What follows belongs to an exercise in optimizing a design on an open flow for small area and a short achievable clock period; a production flow would make more cautious choices.
At most, simulation tests tie the RTL to the original design; equivalence was not proved.

## bfly_engine_top
module bfly_engine_top #(
  parameter int data_width = DATA_WIDTH,
  parameter int bu_par     = BU_PAR,
  parameter int frac_bits  = FRAC_BITS
) (
  input  logic                           clk,
  input  logic                           rst_n,
  input  logic                           up_vld,
  input  logic signed [data_width-1:0]   up_dat,
  input  logic                           cfg_we,
  input  logic [CFG_ADDR_W-1:0]          cfg_addr,
  input  logic [CFG_DATA_W-1:0]          cfg_wdata,
  output logic                           dn_vld,
  output logic [2*bu_par*data_width-1:0] dn_dat
);
For scale: roughly 3600 cells after synthesis.
clock: 8.0 ns
lec_check: 0
cap_margin: 20
cell_pad_in_sites_detail_placement: 1
cell_pad_in_sites_global_placement: 1
core_margin: 2
core_utilization: 50
cts_buf_list: sky130_fd_sc_hd__clkbuf_8
cts_cluster_diameter: 50
cts_cluster_size: 20
setup_slack_margin: 5
slew_margin: 20
standard.sh (not shown) runs the stock make flow with config.mk's settings and CLKGATE_MAP_FILE= SYNTH_SCRIPT=/design/flow/synth_recipe.tcl, a recipe that flattens the netlist after the stock synthesis.
==> flow/flow/run.sh <==
#!/bin/bash
# The standard layout (the standard.sh, which runs the standard synthesis
# unchanged), with two ORFS arguments set:
#  - port buffers use buf_2 instead of the default delay-cell buffer;
#  - clock tree synthesis inserts no dummy balancing loads.
# Each tool's full output goes to the ORFS logs under orfs/logs, and the
# make output to standard.log here.
set -euo pipefail
export BUFFER_PORTS_ARGS="-buffer_cell sky130_fd_sc_hd__buf_2"
export CTS_ARGS="-sink_clustering_enable -repair_clock_nets -buf_list sky130_fd_sc_hd__clkbuf_8 -sink_clustering_size 20 -sink_clustering_max_diameter 50 -dont_use_dummy_load"
bash standard.sh > standard.log 2>&1
Change:
CORE_UTILIZATION = 30   (was 50)
Result:
- The changed run completed with no timing, DRC or antenna violations
- final cell count increases by 17%
- die area grows by 66%
- final area went up by 2.2%
- wire length came out higher by 0.77%
- worst setup slack degrades by 10 ps
- core utilization went down by 21 points
Change:
--- a/flow/flow/run.sh
+++ b/flow/flow/run.sh
@@ -10 +10 @@
-export CTS_ARGS="-sink_clustering_enable -repair_clock_nets -buf_list sky130_fd_sc_hd__clkbuf_8 -sink_clustering_size 20 -sink_clustering_max_diameter 50 -dont_use_dummy_load"
+export CTS_ARGS="-sink_clustering_enable -repair_clock_nets -buf_list sky130_fd_sc_hd__clkbuf_16 -sink_clustering_size 40 -sink_clustering_max_diameter 60 -dont_use_dummy_load"
CORE_UTILIZATION = 50   (was 30)
After rerunning: First-iteration DRC count is higher by 11%; core utilization is higher by 22 points; synthesized area stays the same; cell count is lower by 15%; setup slack improved by 99 ps; routed wire length is lower by 0.67%; register-to-register slack improved by 30 ps.
Change:
--- a/flow/flow/run.sh
+++ b/flow/flow/run.sh
@@ -10 +10 @@
-export CTS_ARGS="-sink_clustering_enable -repair_clock_nets -buf_list sky130_fd_sc_hd__clkbuf_16 -sink_clustering_size 40 -sink_clustering_max_diameter 60 -dont_use_dummy_load"
+export CTS_ARGS="-sink_clustering_enable -repair_clock_nets -buf_list sky130_fd_sc_hd__clkbuf_16 -sink_clustering_size 30 -sink_clustering_max_diameter 60 -dont_use_dummy_load"
=> Via count stays the same. Worst hold slack does not change. Final cell count does not change. Global-route usage is unchanged. Worst setup slack stays the same. Core utilization does not change. Die area does not change. Clock skew does not change. Register-to-register slack stays flat.

* * *

bfly_engine_top, a different RTL version from the one above (not shown whole).
Size in the first run: about 1200 flip-flops, roughly 190 I/O pins, about 0.049 sq mm of cells after synthesis.
==> flow/design.v (excerpt) <==
module bfly_engine_top #(
  parameter int data_width = DATA_WIDTH,
  parameter int bu_par     = BU_PAR,
  parameter int frac_bits  = FRAC_BITS
) (
  input  logic                           clk,
  input  logic                           rst_n,
  input  logic                           up_vld,
  input  logic signed [data_width-1:0]   up_dat,
  input  logic                           cfg_we,
  input  logic [CFG_ADDR_W-1:0]          cfg_addr,
  input  logic [CFG_DATA_W-1:0]          cfg_wdata,
  output logic                           dn_vld,
  output logic [2*bu_par*data_width-1:0] dn_dat
);
==> flow/config.mk <==
export PLATFORM = sky130hd
export DESIGN_NAME = bfly_engine_top
export DESIGN_NICKNAME = bfly_engine_top
export VERILOG_FILES = /design/flow/design.v
export SDC_FILE = /design/flow/constraint.sdc
export NUM_CORES = 4
export LEC_CHECK = 0
export CAP_MARGIN = 20
export CELL_PAD_IN_SITES_DETAIL_PLACEMENT = 1
export CELL_PAD_IN_SITES_GLOBAL_PLACEMENT = 1
export CORE_MARGIN = 2
export CORE_UTILIZATION = 50
export SLEW_MARGIN = 20
==> flow/constraint.sdc <==
create_clock -name core_clock -period 8.0 [get_ports {clk}]
set_input_delay 1.6000 -clock core_clock [delete_from_list [all_inputs] [get_ports {clk}]]
set_output_delay 1.6000 -clock core_clock [all_outputs]
set_load 0.01 [all_outputs]
==> flow/flow/run.sh <==
#!/bin/bash
# The standard layout (the standard.sh, which runs the standard synthesis
# unchanged), with these ORFS arguments set:
#  - port buffers use buf_2 instead of the default delay-cell buffer;
#  - clock tree synthesis uses clkbuf_16, clusters of up to 30 sinks within
#    60 um, and inserts no dummy balancing loads;
#  - timing repair aims for 5.25 ns of setup slack (a 2.75 ns period).
# Each tool's full output goes to the ORFS logs under orfs/logs, and the
# make output to standard.log here.
set -euo pipefail
export BUFFER_PORTS_ARGS="-buffer_cell sky130_fd_sc_hd__buf_2"
export CTS_ARGS="-sink_clustering_enable -repair_clock_nets -buf_list sky130_fd_sc_hd__clkbuf_16 -sink_clustering_size 30 -sink_clustering_max_diameter 60 -dont_use_dummy_load"
bash standard.sh SETUP_SLACK_MARGIN=5.25 finish > standard.log 2>&1
The starting point completed without violations.
Rerun with:
==> flow/flow/run.sh (replaced) <==
#!/bin/bash
# The standard layout (the standard.sh, which runs the standard synthesis
# unchanged), with these ORFS arguments set:
#  - port buffers use buf_2 instead of the default delay-cell buffer;
#  - clock tree synthesis uses clkbuf_16, clusters of up to 30 sinks within
#    60 um, and inserts no dummy balancing loads;
#  - timing repair aims for 5.4 ns of setup slack (a 2.6 ns period).
# Each tool's full output goes to the ORFS logs under orfs/logs, and the
# make output to standard.log here.
set -euo pipefail
export BUFFER_PORTS_ARGS="-buffer_cell sky130_fd_sc_hd__buf_2"
export CTS_ARGS="-sink_clustering_enable -repair_clock_nets -buf_list sky130_fd_sc_hd__clkbuf_16 -sink_clustering_size 30 -sink_clustering_max_diameter 60 -dont_use_dummy_load"
bash standard.sh SETUP_SLACK_MARGIN=5.4 finish > standard.log 2>&1
Effect: The new run completed without violations; maximum frequency drops by about 0.6%; synthesized area does not change; global-route usage goes up by 0.31 points; worst setup slack gets worse by 0.018 ns; worst hold slack improved by 0.0049 ns; final area grows by 3.1%; final cell count rose by about 2%; count of clock-buffer cells in the layout went up by 3; via count went up by 1.7%.
Rerun with:
==> flow/flow/run.sh (replaced) <==
#!/bin/bash
# The standard layout (the standard.sh, which runs the standard synthesis
# unchanged), with these ORFS arguments set:
#  - port buffers use buf_2 instead of the default delay-cell buffer;
#  - clock tree synthesis uses clkbuf_16, clusters of up to 30 sinks within
#    60 um, and inserts no dummy balancing loads;
#  - timing repair aims for 5.25 ns of setup slack (a 2.75 ns period).
# Each tool's full output goes to the ORFS logs under orfs/logs, and the
# make output to standard.log here.
set -euo pipefail
export BUFFER_PORTS_ARGS="-buffer_cell sky130_fd_sc_hd__buf_2"
export CTS_ARGS="-sink_clustering_enable -repair_clock_nets -buf_list sky130_fd_sc_hd__clkbuf_16 -sink_clustering_size 30 -sink_clustering_max_diameter 60 -dont_use_dummy_load"
bash standard.sh SETUP_SLACK_MARGIN=5.25 finish > standard.log 2>&1
--- a/flow/config.mk
+++ b/flow/config.mk
@@ -11,3 +11,3 @@
 export CORE_MARGIN = 2
 export CORE_UTILIZATION = 50
-export SLEW_MARGIN = 20
+export SLEW_MARGIN = 60
=>
- non-clock buffer count shrinks by 71
- clock skew shrinks by 0.017 ns
No functional check of the RTL was part of any run of this note.

## port drivers added, routing unchanged
In the flow no input, the clock included, has a driving cell. The finished layouts below were timed again as built, in two steps. Step 1 (the two cells are an assumption about what drives the block):
set clk [get_ports {clk}]
set_driving_cell -lib_cell sky130_fd_sc_hd__clkbuf_16 $clk
set_driving_cell -lib_cell sky130_fd_sc_hd__buf_2 [delete_from_list [all_inputs] $clk]
Step 2, shift: input delay + t, output delay - t, t = (earliest + latest rising clock arrival at the registers) / 2. This alone moves slack from input paths to output paths. a / b / c = ideal / step 1 / step 2; a / b = the first two.
run	shift t [ns]	slack for setup (ns)	worst setup path after step 2
the first run of note 1	0.827	4.974 / 4.902 / 5.050	register to register
the second run of note 1	0.917	4.964 / 4.885 / 5.057	register to register
the third run of note 1	0.729	5.063 / 4.995 / 5.090	register to register
the fourth run of note 1	0.729	5.063 / 4.995 / 5.090	register to register
the first run of note 2	0.729	5.055 / 5.058 / 4.378	input to register
the second run of note 2	0.727	5.037 / 5.037 / 4.549	input to register
the third run of note 2	0.738	5.047 / 5.047 / 4.670	input to register
After both steps every run listed still meets setup and hold. The setup slack of the first run of note 2, which loses most, moves by +0.003 ns with the drivers and by -0.677 ns with both steps.
